This design comes from an exercise in tuning for small area, a short achievable clock period and few clock cycles per item on the open sky130 flow, not from production work. At most, simulation tests tie the RTL to the original design; equivalence was not proved. No activity file was given, so power comes from the tool's default toggle rates.

Design point_in_polygon_crossing_unit, start of the top module:
module point_in_polygon_crossing_unit #(
  parameter int unsigned CoordBits = pipcu_pkg::COORD_BITS_DEFAULT
) (
  input  logic                        clk_i,
  input  logic                        rst_ni,
  input  logic                        push,
  output logic                        full,
  input  logic signed [CoordBits-1:0] point_x_i,
  input  logic signed [CoordBits-1:0] point_y_i,
  input  logic signed [CoordBits-1:0] start_x_i,
  input  logic signed [CoordBits-1:0] start_y_i,
  input  logic signed [CoordBits-1:0] end_x_i,
  input  logic signed [CoordBits-1:0] end_y_i,
  input  logic                        last_edge_i,
  output logic                        empty,
  input  logic                        pop,
  output logic                        inside_res_o
);
  localparam int unsigned ResDepth = pipcu_pkg::QUEUE_DEPTH;
  localparam int unsigned CntW     = $clog2(ResDepth + 1);
  logic signed [CoordBits:0] dif_a, dif_b, dif_cn, dif_dn;
  logic                      px_lt_ex, px_eq_ex, ey_lt_py, ey_eq_py;
  logic                      a_zero, b_zero;
  logic                      busy;
  logic                      res_room;
  logic                      res_push;
  logic                      res_bit;
  logic [CntW-1:0]           res_count;
  pipcu_pkg::fifo_stat_t     res_stat;
  pipcu_front #(
    .CoordBits (CoordBits)
  ) u_front (
    .point_x_i (point_x_i),
    .point_y_i (point_y_i),
    .start_x_i (start_x_i),
    .start_y_i (start_y_i),
    .end_x_i   (end_x_i),
    .end_y_i   (end_y_i),
    .dif_a_o   (dif_a),
    .dif_b_o   (dif_b),
    .dif_cn_o  (dif_cn),
    .dif_dn_o  (dif_dn),
    .px_lt_ex_o (px_lt_ex),
    .px_eq_ex_o (px_eq_ex),
    .ey_lt_py_o (ey_lt_py),
    .ey_eq_py_o (ey_eq_py),
    .a_zero_o   (a_zero),
    .b_zero_o   (b_zero)
  );
  assign res_room = (res_count <= CntW'(ResDepth - 2));
  assign full     = busy || !res_room;
  pipcu_back #(
    .CoordBits (CoordBits)
  ) u_back (
    .clk_i        (clk_i),
    .rst_ni       (rst_ni),
    .edge_valid_i (push && !full),
    .edge_last_i  (last_edge_i),
    .dif_a_i      (dif_a),
    .dif_b_i      (dif_b),
    .dif_cn_i     (dif_cn),
    .dif_dn_i     (dif_dn),
    .px_lt_ex_i   (px_lt_ex),
    .px_eq_ex_i   (px_eq_ex),
    .ey_lt_py_i   (ey_lt_py),
  ...
Size in the first run: roughly 2100 cells after synthesis, about 0.017 mm2 of cells after synthesis.
==> flow/config.mk <==
export PLATFORM = sky130hd
export DESIGN_NAME = point_in_polygon_crossing_unit
export DESIGN_NICKNAME = point_in_polygon_crossing_unit
export VERILOG_FILES = /design/flow/design.v
export SDC_FILE = /design/flow/constraint.sdc
export NUM_CORES = 4
export LEC_CHECK = 0
export CAP_MARGIN = 20
export CORE_MARGIN = 2
export CORE_UTILIZATION = 40
export CTS_BUF_LIST = sky130_fd_sc_hd__clkbuf_8
export SLEW_MARGIN = 20
==> flow/constraint.sdc <==
create_clock -name core_clock -period 10.0 [get_ports {clk_i}]
set_input_delay 2.0000 -clock core_clock [delete_from_list [all_inputs] [get_ports {clk_i}]]
set_output_delay 2.0000 -clock core_clock [all_outputs]
set_load 0.01 [all_outputs]
standard.sh (not shown) runs the stock make flow with config.mk's settings and CLKGATE_MAP_FILE= SYNTH_SCRIPT=/design/flow/synth_recipe.tcl, a recipe that flattens the netlist after the stock synthesis.
==> flow/flow/run.sh <==
#!/bin/bash
# The standard layout (standard synthesis, constraint.sdc and clock period unchanged), with
# the port buffers that global placement inserts made of the smallest plain buffer, and timing
# repair aiming at the setup margin in margin.txt.
set -euo pipefail
bash standard.sh "BUFFER_PORTS_ARGS=-buffer_cell $(cat flow/port_buffer.txt)" \
  "SETUP_SLACK_MARGIN=$(cat flow/margin.txt)" finish > standard_flow.log 2>&1
==> flow/flow/margin.txt <==
5.6
==> flow/flow/port_buffer.txt <==
sky130_fd_sc_hd__buf_1
Testbench counts at the start, summed over its fixed seeds: cycles 23,339, items 16,856.
Edit:
==> flow/flow/margin.txt (replaced) <==
5.2
Effect:
- The new run passed the timing, DRC and antenna checks
- clock-buffer cell count went down by 2
- via count went down by 0.73%
- global-route usage went up by 0.13 points
- clock power went down by about 3%
- worst setup slack loses 0.30 ns
- routed wire length stays flat
- sequential share of layout area went up by 0.49 points
Edit:
==> flow/flow/margin.txt (replaced) <==
5.6
--- a/flow/config.mk
+++ b/flow/config.mk
@@ -11,0 +12 @@
+export CTS_CLUSTER_SIZE = 40
The changed run ran to the end with no violations; non-clock buffer count is higher by 22; area after synthesis is unchanged; count of clock-buffer cells in the layout went up by 2; global-route usage decreases by 0.13 points; register-to-register slack is better by 0.22 ns; synthesized cell count is unchanged.

* * *

== run C ==
Another version of the RTL of point_in_polygon_crossing_unit (not shown whole).
Size: ~160 flip-flops, roughly 200 I/O pins, roughly 18000 um2 of cells after synthesis.
==> flow/config.mk <==
export PLATFORM = sky130hd
export DESIGN_NAME = point_in_polygon_crossing_unit
export DESIGN_NICKNAME = point_in_polygon_crossing_unit
export VERILOG_FILES = /design/flow/design.v
export SDC_FILE = /design/flow/constraint.sdc
export NUM_CORES = 4
export LEC_CHECK = 0
export CAP_MARGIN = 20
export CORE_MARGIN = 2
export CORE_UTILIZATION = 40
export SETUP_SLACK_MARGIN = 5
export SLEW_MARGIN = 20
==> flow/constraint.sdc <==
create_clock -name core_clock -period 10.0 [get_ports {clk_i}]
set_input_delay 2.0000 -clock core_clock [delete_from_list [all_inputs] [get_ports {clk_i}]]
set_output_delay 2.0000 -clock core_clock [all_outputs]
set_load 0.01 [all_outputs]
==> flow/flow/run.sh <==
#!/bin/bash
# The standard layout (standard synthesis, constraint.sdc and clock period unchanged), with
# the port buffers that global placement inserts made of the smallest plain buffer.
set -euo pipefail
bash standard.sh "BUFFER_PORTS_ARGS=-buffer_cell $(cat flow/port_buffer.txt)" finish > standard_flow.log 2>&1
Scripts as last shown in full above: flow/flow/port_buffer.txt
Testbench counts of run C, summed over its fixed seeds: cycles 20,842, items 16,856.
#### Input delta (run H over run C)
==> flow/run.sh (new file) <==
#!/bin/bash
# synth_recipe.tcl (not shown) runs the flow's synth.tcl, then flattens the netlist and writes it again
# the make line also repeats each setting of config.mk as NAME=value (left out here)
make -C /OpenROAD-flow-scripts/flow DESIGN_CONFIG=/design/flow/config.mk WORK_HOME=/design/flow/orfs CLKGATE_MAP_FILE= SYNTH_SCRIPT=/design/flow/synth_recipe.tcl finish
removed: flow/flow/run.sh
removed: flow/flow/port_buffer.txt
removed: flow/standard.sh
### Flow results
Compared with run C, run H shows peak per-stage delay on the critical path lower by 0.02 ns.
Looking only at total power, and setting everything else aside, the lower value of run H and run C goes to run H.
Between run C and run H, the final wirelength figures differ only marginally.
Changes observed in run H relative to run C: met2 track demand over resource saw an increase; internal power component saw little to no change.

* * *

point_in_polygon_crossing_unit, a different RTL version from the one above (not shown whole).
Size in the first run: ~160 flip-flops, about 200 I/O pins, roughly 18000 um2 of cells after synthesis.
Design point_in_polygon_crossing_unit, start of the top module:
module point_in_polygon_crossing_unit #(
  parameter int unsigned CoordBits = pipcu_pkg::COORD_BITS_DEFAULT
) (
  input  logic                        clk_i,
  input  logic                        rst_ni,
  input  logic                        push,
  output logic                        full,
  input  logic signed [CoordBits-1:0] point_x_i,
  input  logic signed [CoordBits-1:0] point_y_i,
  input  logic signed [CoordBits-1:0] start_x_i,
  input  logic signed [CoordBits-1:0] start_y_i,
  input  logic signed [CoordBits-1:0] end_x_i,
  input  logic signed [CoordBits-1:0] end_y_i,
  input  logic                        last_edge_i,
  output logic                        empty,
  input  logic                        pop,
  output logic                        inside_res_o
);
  localparam int unsigned ResDepth = pipcu_pkg::QUEUE_DEPTH;
  localparam int unsigned CntW     = $clog2(ResDepth + 1);
  logic signed [CoordBits:0] dif_a, dif_b, dif_c, dif_d;
  ...
export LEC_CHECK = 0
export CAP_MARGIN = 20
export CORE_MARGIN = 2
export CORE_UTILIZATION = 40
export SETUP_SLACK_MARGIN = 5
export SLEW_MARGIN = 20
create_clock -name core_clock -period 10.0 [get_ports {clk_i}]
==> flow/flow/run.sh <==
#!/bin/bash
# The standard layout (standard synthesis, constraint.sdc and clock period unchanged), with
# the port buffers that global placement inserts made of the smallest plain buffer.
set -euo pipefail
bash standard.sh "BUFFER_PORTS_ARGS=-buffer_cell $(cat flow/port_buffer.txt)" finish > standard_flow.log 2>&1
==> flow/flow/port_buffer.txt <==
sky130_fd_sc_hd__buf_1
The first run produced a clean layout.
Testbench counts at the start, summed over its fixed seeds: cycles 23,339, items 16,856.
Edit:
==> flow/flow/run.sh (replaced) <==
#!/bin/bash
# The standard layout (standard synthesis, constraint.sdc and clock period unchanged), with
# the port buffers that global placement inserts made of the smallest plain buffer, and timing
# repair aiming at the setup margin in margin.txt.
set -euo pipefail
bash standard.sh "BUFFER_PORTS_ARGS=-buffer_cell $(cat flow/port_buffer.txt)" \
  "SETUP_SLACK_MARGIN=$(cat flow/margin.txt)" finish > standard_flow.log 2>&1
==> flow/flow/margin.txt (new file) <==
5.6
--- a/flow/config.mk
+++ b/flow/config.mk
@@ -9,4 +9,4 @@
 export CORE_MARGIN = 2
-export CORE_UTILIZATION = 40
-export SETUP_SLACK_MARGIN = 5
+export CORE_UTILIZATION = 55
+export CTS_BUF_LIST = sky130_fd_sc_hd__clkbuf_8
 export SLEW_MARGIN = 20
After rerunning: Final area goes up by 2.8%. Global-route usage climbs by 6.6 points. Synthesized area does not change.

* * *

Starting RTL as in the previous note.
clock: 10.0 ns
lec_check: 0
cap_margin: 20
core_margin: 2
core_utilization: 40
slew_margin: 20
==> flow/flow/run.sh <==
#!/bin/bash
# The standard layout (standard synthesis, constraint.sdc and clock period unchanged), with
# the port buffers that global placement inserts made of the smallest plain buffer, and timing
# repair aiming at the setup margin in margin.txt.
set -euo pipefail
bash standard.sh "BUFFER_PORTS_ARGS=-buffer_cell $(cat flow/port_buffer.txt)" \
  "SETUP_SLACK_MARGIN=$(cat flow/margin.txt)" finish > standard_flow.log 2>&1
==> flow/flow/margin.txt <==
5.6
Scripts as last shown in full above: flow/flow/port_buffer.txt
Testbench counts at the start, summed over its fixed seeds: cycles 23,339, items 16,856.
Edit:
==> flow/flow/margin.txt (replaced) <==
6.2
=> Critical path depth is lower by 1. Clock power shrinks by about 3%. Power climbs by 4.5%. Final cell count came out higher by 3.6%. Design area goes up by 12%. Sequential share of layout area decreases by 2.2 points. Worst setup slack is better by 45 ps. Sequential power stays flat.
Edit:
==> flow/flow/margin.txt (replaced) <==
5.4
=> Sequential cell count is unchanged; global-route usage decreases by 1.1 points; area after synthesis does not change.

* * *

Setup of exp/pepper:
Another version of the RTL of point_in_polygon_crossing_unit (not shown whole).
For scale: roughly 160 flip-flops, roughly 19000 um2 of cells after synthesis.
// point_in_polygon_crossing_unit
module point_in_polygon_crossing_unit #(
  parameter int unsigned CoordBits = pipcu_pkg::COORD_BITS_DEFAULT
) (
  input  logic                        clk_i,
  input  logic                        rst_ni,
  input  logic                        push,
  output logic                        full,
  input  logic signed [CoordBits-1:0] point_x_i,
  input  logic signed [CoordBits-1:0] point_y_i,
  input  logic signed [CoordBits-1:0] start_x_i,
  input  logic signed [CoordBits-1:0] start_y_i,
  input  logic signed [CoordBits-1:0] end_x_i,
  input  logic signed [CoordBits-1:0] end_y_i,
  input  logic                        last_edge_i,
  output logic                        empty,
  input  logic                        pop,
  output logic                        inside_res_o
);
==> flow/config.mk <==
export PLATFORM = sky130hd
export DESIGN_NAME = point_in_polygon_crossing_unit
export DESIGN_NICKNAME = point_in_polygon_crossing_unit
export VERILOG_FILES = /design/flow/design.v
export SDC_FILE = /design/flow/constraint.sdc
export NUM_CORES = 4
export LEC_CHECK = 0
export CAP_MARGIN = 20
export CORE_MARGIN = 2
export CORE_UTILIZATION = 40
export SLEW_MARGIN = 20
==> flow/constraint.sdc <==
create_clock -name core_clock -period 10.0 [get_ports {clk_i}]
set_input_delay 2.0000 -clock core_clock [delete_from_list [all_inputs] [get_ports {clk_i}]]
set_output_delay 2.0000 -clock core_clock [all_outputs]
set_load 0.01 [all_outputs]
==> flow/flow/run.sh <==
#!/bin/bash
set -euo pipefail
MARGIN=$(cat flow/margin.txt)
bash standard.sh SETUP_SLACK_MARGIN=$MARGIN finish > standard_flow.log 2>&1
==> flow/flow/margin.txt <==
6.5
exp/pepper completed end to end with timing, DRC and antenna clean.
The following lists how exp/raven was set up differently from exp/pepper:
- SETUP_SLACK_MARGIN: unset -> 5
==> flow/run.sh (new file) <==
#!/bin/bash
# synth_recipe.tcl (not shown) runs the flow's synth.tcl, then flattens the netlist and writes it again
# the make line also repeats each setting of config.mk as NAME=value (left out here)
make -C /OpenROAD-flow-scripts/flow DESIGN_CONFIG=/design/flow/config.mk WORK_HOME=/design/flow/orfs CLKGATE_MAP_FILE= SYNTH_SCRIPT=/design/flow/synth_recipe.tcl finish
removed: flow/flow/run.sh
removed: flow/flow/margin.txt
removed: flow/standard.sh
==> notes.md <==
Delta (exp/raven minus exp/pepper): area fraction in compound gates after synthesis roughly the same, half-perimeter wire length after placement has decreased, power drawn by the combinational cells decreased by 17% relative to the old numbers.
Power: exp/raven draws less than exp/pepper
exp/raven: flow completed, timing, DRC and antenna clean
Post-CTS setup-driven buffer insertion count: higher on exp/pepper
No functional check of the RTL was part of any run of this note.

* * *

== run 1 ==
Another version of the RTL of point_in_polygon_crossing_unit (not shown whole).
For scale: about 200 I/O pins, roughly 19000 sq um of cells after synthesis.
## point_in_polygon_crossing_unit
module point_in_polygon_crossing_unit #(
  parameter int unsigned CoordBits = pipcu_pkg::COORD_BITS_DEFAULT
) (
  input  logic                        clk_i,
  input  logic                        rst_ni,
  input  logic                        push,
  output logic                        full,
  input  logic signed [CoordBits-1:0] point_x_i,
  input  logic signed [CoordBits-1:0] point_y_i,
  input  logic signed [CoordBits-1:0] start_x_i,
  input  logic signed [CoordBits-1:0] start_y_i,
  input  logic signed [CoordBits-1:0] end_x_i,
  input  logic signed [CoordBits-1:0] end_y_i,
  input  logic                        last_edge_i,
  output logic                        empty,
  input  logic                        pop,
  output logic                        inside_res_o
);
  localparam int unsigned ResDepth = pipcu_pkg::QUEUE_DEPTH;
  localparam int unsigned CntW     = $clog2(ResDepth + 1);
  logic signed [CoordBits:0] dif_a, dif_b, dif_c, dif_d;
  logic                      px_lt_ex, px_eq_ex, ey_lt_py, ey_eq_py;
  logic                      a_zero, b_zero, c_zero;
  logic                      busy;
  logic                      res_room;
  logic                      res_push;
  logic                      res_bit;
  logic [CntW-1:0]           res_count;
  pipcu_pkg::fifo_stat_t     res_stat;
  pipcu_front #(
    .CoordBits (CoordBits)
  ) u_front (
    .point_x_i (point_x_i),
    .point_y_i (point_y_i),
    .start_x_i (start_x_i),
    .start_y_i (start_y_i),
    .end_x_i   (end_x_i),
    .end_y_i   (end_y_i),
    .dif_a_o   (dif_a),
    .dif_b_o   (dif_b),
    .dif_c_o   (dif_c),
    .dif_d_o   (dif_d),
  ...
clock: 10.0 ns
lec_check: 0
cap_margin: 20
core_margin: 2
core_utilization: 40
slew_margin: 20
==> flow/flow/run.sh <==
#!/bin/bash
# The standard layout (standard synthesis, constraint.sdc and clock period unchanged), with
# the port buffers that global placement inserts made of the smallest plain buffer, and timing
# repair aiming at the setup margin in margin.txt.
set -euo pipefail
bash standard.sh "BUFFER_PORTS_ARGS=-buffer_cell $(cat flow/port_buffer.txt)" \
  "SETUP_SLACK_MARGIN=$(cat flow/margin.txt)" finish > standard_flow.log 2>&1
==> flow/flow/margin.txt <==
5.4
Scripts as last shown in full above: flow/flow/port_buffer.txt
Every stage of the flow completed for run 1, and the final layout passed the timing, DRC and antenna checks.
## Diff of input files: run 2 against run 1
==> flow/flow/run.sh <==
#!/bin/bash
# The standard layout (standard synthesis, constraint.sdc and clock period unchanged), with
# the port buffers that global placement inserts made of the smallest plain buffer.
set -euo pipefail
bash standard.sh "BUFFER_PORTS_ARGS=-buffer_cell $(cat flow/port_buffer.txt)" finish > standard_flow.log 2>&1
diff --git a/flow/config.mk b/flow/config.mk
--- a/flow/config.mk
+++ b/flow/config.mk
@@ -10,0 +11 @@
+export SETUP_SLACK_MARGIN = 5
removed: flow/flow/margin.txt
Results
Run 2 vs. run 1: number of global-route vias before repair now smaller, number of vias after detailed routing saw a decrease, maximum number of pins on one net before global-route repair now sits higher.
Compared with run 1, in run 2 area of all placed cells without fillers shrank by 4.1%, part of the total power dissipated in the clock network fell by 0.2 points.
Delta(signed area change from the synthesized netlist to the final layout, run 2 - run 1) < 0
In the tables for run 1 and run 2, switching power share of the total reads lower with run 1.
Cell type of the slowest stage on the worst timing path = sky130_fd_sc_hd__or4b_4: run 1; cell type of the slowest stage on the worst timing path = sky130_fd_sc_hd__o31ai_4: run 2
Sort run 1 and run 2 by total of cells resized after clock tree synthesis desc -> top: run 1
From run 1 to run 2 the numbers moved as follows: post-layout utilization of the core lost 1.9 points; minimum hold slack climbed 0.0048 ns; time the worst path needs with I/O delays and setup moved down.
No run of this note included a check of the RTL's function; only the layout flow was run.

## port drivers added, routing unchanged
How much do the figures lean on ideal ports? The routed layouts below were timed once more, with nothing changed but the port constraints. Step 1 sets driving cells, clkbuf_16 on the clock port and buf_2 on the other inputs (assumed; they add their load-dependent delay and slew). Step 2 adds t to the input delays and takes it off the output delays; t is the mean of the earliest and latest rising clock arrival at the registers after step 1. Input paths then give back, and output paths get back, about the clock's delay inside the block. Three values: ideal, step 1, step 2; two values: the first two.
run | shift t [ns] | slack for setup (ns) | worst setup path after step 2 | latest minus earliest clock arrival (ns)
the first run of note 1 | 0.536 | 5.612 / 5.607 / 5.072 | input to register | 0.014 / 0.015
the second run of note 1 | 0.540 | 5.314 / 5.338 / 4.798 | input to register | 0.014 / 0.014
the third run of note 1 | 0.536 | 5.612 / 5.607 / 5.072 | input to register | 0.014 / 0.015
run C | 0.482 | 4.882 / 4.832 / 4.672 | input to register | 0.012 / 0.012
run H | 0.482 | 4.890 / 4.838 / 4.624 | input to register | 0.012 / 0.011
the first run of note 3 | 0.483 | 5.155 / 5.181 / 4.698 | input to register | 0.016 / 0.016
the second run of note 3 | 0.534 | 5.602 / 5.626 / 5.092 | input to register | 0.020 / 0.019
the first run of note 4 | 0.504 | 5.618 / 5.654 / 5.150 | input to register | 0.015 / 0.015
the second run of note 4 | 0.488 | 5.663 / 5.668 / 5.180 | input to register | 0.008 / 0.008
the third run of note 4 | 0.492 | 5.483 / 5.429 / 5.037 | input to register | 0.015 / 0.014
exp/pepper | 0.494 | 4.921 / 4.863 / 4.960 | input to register | 0.013 / 0.013
exp/raven | 0.488 | 4.688 / 4.637 / 4.591 | input to register | 0.013 / 0.012
run 1 | 0.510 | 4.804 / 4.749 / 5.008 | input to register | 0.010 / 0.010
run 2 | 0.499 | 4.813 / 4.755 / 4.680 | input to register | 0.014 / 0.014
After both steps setup and hold are still met in every run listed.
